Background: an optimization exercise with open tools, aiming at small area and a short achievable clock period. Do not read the settings as production practice.
The RTL was checked by simulation tests, not by an equivalence proof against the original design.
Power and IR drop assume default switching activity.

Setup of v19:
==> flow/design.v <==
module axis_frame_capture #(
  parameter int unsigned DATA_W = 32,
  parameter int unsigned DEPTH  = 64,
  parameter int unsigned ADDR_W = $clog2(DEPTH)
) (
  input  logic                       s_aclk,
  input  logic                       src_rst,
  input  logic [DATA_W-1:0]          s_axis_tdata,
  input  logic                       s_axis_tvalid,
  output logic                       s_axis_tready,
  input  logic                       s_axis_tlast,
  input  logic                       arm,
  output logic                       busy,
  output logic                       frame_done,
  output logic [ADDR_W:0]            frame_len,
  output logic                       overflow,
  output logic [DATA_W-1:0]          peak_abs,
  output logic [DATA_W+ADDR_W:0]     sum,
  input  logic [ADDR_W-1:0]          rd_addr,
  output logic [DATA_W-1:0]          rd_data
);
  localparam int unsigned SumW = DATA_W + ADDR_W + 1;
  logic                busy_q, done_q;
  logic [ADDR_W:0]     frame_len_q;
  logic [7:0]          wr_hi_q, wr_lo_q;
  logic                overflow_q;
  logic [DATA_W-1:0]   peak_abs_q;
  logic [SumW-1:0]     sum_q;
  logic [DATA_W-1:0]   rd_data_q;
  logic                start, beat, store, clr;
  logic                sgn;
  logic [DATA_W-1:0]   sample_abs;
  logic                gt_pos, gt_neg;
  logic [DATA_W:0]     lo_sum;
  logic [ADDR_W:0]     hi_q, hi_inc, hi_dec, hi_d;
  logic [DATA_W-1:0]   mem [DEPTH];
  assign s_axis_tready = 1'b1;
  assign start = !busy_q && arm;
  assign clr   = src_rst || start;
  assign beat  = busy_q && s_axis_tvalid;
  assign store = beat && !frame_len_q[ADDR_W];
  assign sgn        = s_axis_tdata[DATA_W-1];
  axis_capture_cmp #(.W(DATA_W)) u_cmp_pos (
    .a(s_axis_tdata), .b(peak_abs_q), .gt(gt_pos), .ge()
  );
  axis_capture_cmp #(.W(DATA_W)) u_cmp_neg (
    .a(~s_axis_tdata), .b(peak_abs_q), .gt(), .ge(gt_neg)
  );
  logic [DATA_W-1:0] pk_keep, pk_new, peak_d;
  assign pk_keep = clr ? '0 : peak_abs_q;
  assign pk_new  = clr ? '0 : sample_abs;
  for (genvar q = 0; q < 4; q++) begin : g_pk
    logic sel;
    axis_capture_pksel u_sel (
      .store(store), .sgn(sgn), .gt_pos(gt_pos), .ge_neg(gt_neg), .sel(sel)
    );
    for (genvar b = 0; b < 8; b++) begin : g_bit
      axis_capture_mux2 u_mux (
        .s(sel), .a0(pk_keep[8*q+b]), .a1(pk_new[8*q+b]), .y(peak_d[8*q+b])
      );
    end
  end
  axis_capture_abs #(.W(DATA_W)) u_abs (.x(s_axis_tdata), .y(sample_abs));
  logic lo_carry;
  assign lo_sum[DATA_W-1:0] = sum_q[DATA_W-1:0] + s_axis_tdata;
  axis_capture_cmp #(.W(DATA_W)) u_carry (
    .a(sum_q[DATA_W-1:0]), .b(~s_axis_tdata), .gt(lo_carry), .ge()
  );
  assign lo_sum[DATA_W] = lo_carry;
  assign hi_q   = sum_q[SumW-1:DATA_W];
  axis_capture_incdec #(.W(ADDR_W+1)) u_incdec (.x(hi_q), .inc(hi_inc), .dec(hi_dec));
  logic [ADDR_W:0] hi_c1, hi_c0;
  assign hi_c1 = sgn ? hi_q : hi_inc;
  assign hi_c0 = sgn ? hi_dec : hi_q;
  logic [ADDR_W:0] hi_k1, hi_k0;
  assign hi_k1 = clr ? '0 : store ? hi_c1 : hi_q;
  assign hi_k0 = clr ? '0 : store ? hi_c0 : hi_q;
  for (genvar b = 0; b <= ADDR_W; b++) begin : g_hi
    axis_capture_mux2 u_mux (.s(lo_sum[DATA_W]), .a0(hi_k0[b]), .a1(hi_k1[b]), .y(hi_d[b]));
  end
  always_ff @(posedge s_aclk) begin
    peak_abs_q         <= peak_d;
    sum_q[SumW-1:DATA_W] <= hi_d;
  end
  always_ff @(posedge s_aclk) begin
    if (clr) begin
      frame_len_q <= '0;
      wr_hi_q     <= 8'd1;
      wr_lo_q     <= 8'd1;
      overflow_q  <= 1'b0;
      sum_q[DATA_W-1:0] <= '0;
    end else if (store) begin
      frame_len_q <= frame_len_q + (ADDR_W+1)'(1);
      wr_lo_q     <= {wr_lo_q[6:0], wr_lo_q[7]};
      if (wr_lo_q[7]) wr_hi_q <= {wr_hi_q[6:0], wr_hi_q[7]};
      sum_q[DATA_W-1:0] <= lo_sum[DATA_W-1:0];
    end else if (beat) begin
      overflow_q <= 1'b1;
    end
  end
  always_ff @(posedge s_aclk) begin
    if (src_rst) begin
      busy_q <= 1'b0;
      done_q <= 1'b0;
    end else if (start) begin
      busy_q <= 1'b1;
      done_q <= 1'b0;
    end else if (beat && s_axis_tlast) begin
      busy_q <= 1'b0;
      done_q <= 1'b1;
    end
  end
  always_ff @(posedge s_aclk) begin
    for (int i = 0; i < DEPTH; i++)
      if (store && wr_hi_q[i/8] && wr_lo_q[i%8]) mem[i] <= s_axis_tdata;
  end
  logic [7:0]        rd_hi, rd_lo;
  logic [DEPTH-1:0]  rd_sel;
  logic [DATA_W-1:0] rd_mux;
  logic [DATA_W-1:0] rd_g  [22];
  always_comb begin
    for (int i = 0; i < 8; i++) begin
      rd_hi[i] = !src_rst && (rd_addr[5:3] == 3'(i));
      rd_lo[i] = (rd_addr[2:0] == 3'(i));
    end
    for (int i = 0; i < DEPTH; i++) rd_sel[i] = rd_hi[i/8] && rd_lo[i%8];
  end
  for (genvar g = 0; g < 21; g++) begin : g_aoi
    for (genvar b = 0; b < DATA_W; b++) begin : g_bit
      axis_capture_aoi222 u_aoi (
        .a0(mem[3*g][b]),   .s0(rd_sel[3*g]),
        .a1(mem[3*g+1][b]), .s1(rd_sel[3*g+1]),
        .a2(mem[3*g+2][b]), .s2(rd_sel[3*g+2]),
        .y (rd_g[g][b])
      );
    end
  end
  assign rd_g[21] = ~(mem[63] & {DATA_W{rd_sel[63]}});
  logic [DATA_W-1:0] rd_p [8];
  logic [DATA_W-1:0] rd_q [4];
  for (genvar b = 0; b < DATA_W; b++) begin : g_comb
    for (genvar k = 0; k < 7; k++) begin : g_n3
      axis_capture_nand3 u_n3 (.a(rd_g[3*k][b]), .b(rd_g[3*k+1][b]), .c(rd_g[3*k+2][b]), .y(rd_p[k][b]));
    end
    assign rd_p[7][b] = ~rd_g[21][b];
    for (genvar k = 0; k < 4; k++) begin : g_r2
      axis_capture_nor2 u_r2 (.a(rd_p[2*k][b]), .b(rd_p[2*k+1][b]), .y(rd_q[k][b]));
    end
    axis_capture_nand4 u_n4 (.a(rd_q[0][b]), .b(rd_q[1][b]), .c(rd_q[2][b]), .d(rd_q[3][b]), .y(rd_mux[b]));
  end
  always_ff @(posedge s_aclk) rd_data_q <= rd_mux;
  assign busy       = busy_q;
  assign frame_done = done_q;
  assign frame_len  = frame_len_q;
  assign overflow   = overflow_q;
  assign peak_abs   = peak_abs_q;
  assign sum        = sum_q;
  assign rd_data    = rd_data_q;
endmodule
module axis_capture_aoi222 (
  input  logic a0, s0, a1, s1, a2, s2,
  output logic y
);
  assign y = ~((a0 & s0) | (a1 & s1) | (a2 & s2));
endmodule
module axis_capture_incdec #(
  parameter int unsigned W = 7
) (
  input  logic [W-1:0] x,
  output logic [W-1:0] inc,
  output logic [W-1:0] dec
);
  assign inc = x + W'(1);
  assign dec = x - W'(1);
endmodule
module axis_capture_cmp #(
  parameter int unsigned W = 32
) (
  input  logic [W-1:0] a,
  input  logic [W-1:0] b,
  output logic         gt,
  output logic         ge
);
  localparam int unsigned L = $clog2(W);
  logic [W-1:0] g [L+1];
  logic [W-1:0] e [L+1];
  assign g[0] = a & ~b;
  assign e[0] = a | ~b;
  for (genvar l = 0; l < L; l++) begin : g_lvl
    for (genvar i = 0; i < (W >> (l + 1)); i++) begin : g_node
      if (l % 2 == 0) begin : g_aoi
        axis_capture_aoi21 u_g (.a(e[l][2*i+1]), .b(g[l][2*i]), .c(g[l][2*i+1]), .y(g[l+1][i]));
        axis_capture_aoi21 u_e (.a(e[l][2*i+1]), .b(e[l][2*i]), .c(g[l][2*i+1]), .y(e[l+1][i]));
      end else begin : g_oai
        axis_capture_oai21 u_g (.a(e[l][2*i+1]), .b(g[l][2*i]), .c(g[l][2*i+1]), .y(g[l+1][i]));
        axis_capture_oai21 u_e (.a(e[l][2*i+1]), .b(e[l][2*i]), .c(g[l][2*i+1]), .y(e[l+1][i]));
      end
    end
    for (genvar i = (W >> (l + 1)); i < W; i++) begin : g_pad
      assign g[l+1][i] = 1'b0;
      assign e[l+1][i] = 1'b0;
    end
  end
  assign gt = (L % 2 == 1) ? ~g[L][0] : g[L][0];
  assign ge = (L % 2 == 1) ? ~e[L][0] : e[L][0];
endmodule
module axis_capture_aoi21 (input logic a, b, c, output logic y);
  assign y = ~((a & b) | c);
endmodule
module axis_capture_oai21 (input logic a, b, c, output logic y);
  assign y = ~((a | b) & c);
endmodule
module axis_capture_mux2 (input logic s, a0, a1, output logic y);
  assign y = s ? a1 : a0;
endmodule
module axis_capture_pksel (input logic store, sgn, gt_pos, ge_neg, output logic sel);
  assign sel = store && (sgn ? ge_neg : gt_pos);
endmodule
module axis_capture_abs #(
  parameter int unsigned W = 32
) (
  input  logic [W-1:0] x,
  output logic [W-1:0] y
);
  localparam int unsigned L = $clog2(W);
  logic [W-1:0] o [L+1];
  always_comb begin
    o[0] = {x[W-2:0], 1'b0};
    for (int l = 0; l < L; l++)
      for (int i = 0; i < W; i++)
        o[l+1][i] = (i >= (1 << l)) ? (o[l][i] | o[l][i - (1 << l)]) : o[l][i];
    y = x ^ ({W{x[W-1]}} & o[L]);
  end
endmodule
module axis_capture_nand3 (input logic a, b, c, output logic y);
  assign y = ~(a & b & c);
endmodule
module axis_capture_nor2 (input logic a, b, output logic y);
  assign y = ~(a | b);
endmodule
module axis_capture_nand4 (input logic a, b, c, d, output logic y);
  assign y = ~(a & b & c & d);
endmodule
==> flow/config.mk <==
export PLATFORM = sky130hd
export DESIGN_NAME = axis_frame_capture
export DESIGN_NICKNAME = axis_frame_capture
export VERILOG_FILES = /design/flow/design.v
export SDC_FILE = /design/flow/constraint.sdc
export NUM_CORES = 4
export LEC_CHECK = 0
export CAP_MARGIN = 20
export CORE_MARGIN = 2
export CORE_UTILIZATION = 65
export CTS_BUF_LIST = sky130_fd_sc_hd__clkbuf_16
export CTS_CLUSTER_DIAMETER = 100
export CTS_CLUSTER_SIZE = 24
export PLACE_DENSITY = 0.75
export SETUP_SLACK_MARGIN = 2.6
export SLEW_MARGIN = 60
export SYNTH_HIERARCHICAL = 1
export SYNTH_MINIMUM_KEEP_SIZE = 0
==> flow/constraint.sdc <==
create_clock -name core_clock -period 5.0 [get_ports {s_aclk}]
set_input_delay 1.0000 -clock core_clock [delete_from_list [all_inputs] [get_ports {s_aclk}]]
set_output_delay 1.0000 -clock core_clock [all_outputs]
set_load 0.01 [all_outputs]
standard.sh (not shown) runs the stock make flow with config.mk's settings and CLKGATE_MAP_FILE= SYNTH_SCRIPT=/design/flow/synth_recipe.tcl, a recipe that flattens the netlist after the stock synthesis.
==> flow/flow/run.sh <==
#!/bin/bash
# Standard layout, but ports get a plain buffer instead of the slow default port buffer.
set -euo pipefail
export BUFFER_PORTS_ARGS="-buffer_cell sky130_fd_sc_hd__buf_2"
bash standard.sh > standard.log 2>&1
The final layout from v19, which completed every stage, passed the timing, DRC and antenna checks at the end of the flow.
Edits applied to the flow inputs when going from v19 to v3:
diff --git a/flow/design.v b/flow/design.v
--- a/flow/design.v
+++ b/flow/design.v
@@ -134,20 +134,20 @@
         .y (rd_g[g][b])
       );
     end
   end
   assign rd_g[21] = ~(mem[63] & {DATA_W{rd_sel[63]}});
-  logic [DATA_W-1:0] rd_p [8];
+  logic [DATA_W-1:0] rd_p [11];
   logic [DATA_W-1:0] rd_q [4];
   for (genvar b = 0; b < DATA_W; b++) begin : g_comb
-    for (genvar k = 0; k < 7; k++) begin : g_n3
-      axis_capture_nand3 u_n3 (.a(rd_g[3*k][b]), .b(rd_g[3*k+1][b]), .c(rd_g[3*k+2][b]), .y(rd_p[k][b]));
-    end
-    assign rd_p[7][b] = ~rd_g[21][b];
-    for (genvar k = 0; k < 4; k++) begin : g_r2
-      axis_capture_nor2 u_r2 (.a(rd_p[2*k][b]), .b(rd_p[2*k+1][b]), .y(rd_q[k][b]));
-    end
+    for (genvar k = 0; k < 11; k++) begin : g_n2
+      axis_capture_nand2 u_n2 (.a(rd_g[2*k][b]), .b(rd_g[2*k+1][b]), .y(rd_p[k][b]));
+    end
+    for (genvar k = 0; k < 3; k++) begin : g_r3
+      axis_capture_nor3 u_r3 (.a(rd_p[3*k][b]), .b(rd_p[3*k+1][b]), .c(rd_p[3*k+2][b]), .y(rd_q[k][b]));
+    end
+    axis_capture_nor3 u_r3l (.a(rd_p[9][b]), .b(rd_p[10][b]), .c(1'b0), .y(rd_q[3][b]));
     axis_capture_nand4 u_n4 (.a(rd_q[0][b]), .b(rd_q[1][b]), .c(rd_q[2][b]), .d(rd_q[3][b]), .y(rd_mux[b]));
   end
   always_ff @(posedge s_aclk) rd_data_q <= rd_mux;
   assign busy       = busy_q;
   assign frame_done = done_q;
@@ -230,14 +230,14 @@
       for (int i = 0; i < W; i++)
         o[l+1][i] = (i >= (1 << l)) ? (o[l][i] | o[l][i - (1 << l)]) : o[l][i];
     y = x ^ ({W{x[W-1]}} & o[L]);
   end
 endmodule
-module axis_capture_nand3 (input logic a, b, c, output logic y);
-  assign y = ~(a & b & c);
-endmodule
-module axis_capture_nor2 (input logic a, b, output logic y);
-  assign y = ~(a | b);
+module axis_capture_nand2 (input logic a, b, output logic y);
+  assign y = ~(a & b);
+endmodule
+module axis_capture_nor3 (input logic a, b, c, output logic y);
+  assign y = ~(a | b | c);
 endmodule
 module axis_capture_nand4 (input logic a, b, c, d, output logic y);
   assign y = ~(a & b & c & d);
 endmodule
Relative to v19, the power per standard cell area measured on v3 has decreased slightly.
v3 against v19: critical path depth has increased, final period utilization has increased, initial antenna violation count has increased, post-detailed-route count of antenna-violating nets has remained practically unchanged.
Per the final summary, v3 finished and its layout is clean on timing, DRC and antenna.
v3: leakage power is 3.4% higher than what v19 reported.
Against v19, v3 comes in 0.091 ns higher on post-placement worst setup slack.
Relative to v19, the maximum number of pins on one net before global-route repair of v3 is higher by about 50%.

## static timing again, ports no longer ideal
The results above use ideal ports. As a check the final layouts listed here were re-extracted and re-timed, cells and wires unchanged.
Step 1 assumes that a clkbuf_16 drives the clock port and a buf_2 every other input.
Step 2 moves the port delays by t, midway between the first and last clock arrival at a register: inputs arrive t later, outputs are due t later. That takes back most of the time a late clock gives input paths.
a / b / c = ideal / step 1 / step 2; a / b = the first two.
| run | t (ns) | slack for setup (ns) | worst hold slack (ns) | worst slew at a driven data input, ns |
|---|---|---|---|---|
| v19 | 0.830 | 2.406 / 2.327 / 1.497 | 0.468 / 0.404 / 0.489 | 0.42 |
| v3 | 0.826 | 2.368 / 2.248 / 1.422 | 0.490 / 0.488 / 0.490 | 0.52 |
After both steps every run listed still meets setup and hold. For v3, which loses most, drivers alone change the setup slack by -0.120 ns; drivers and shift together by -0.946 ns.
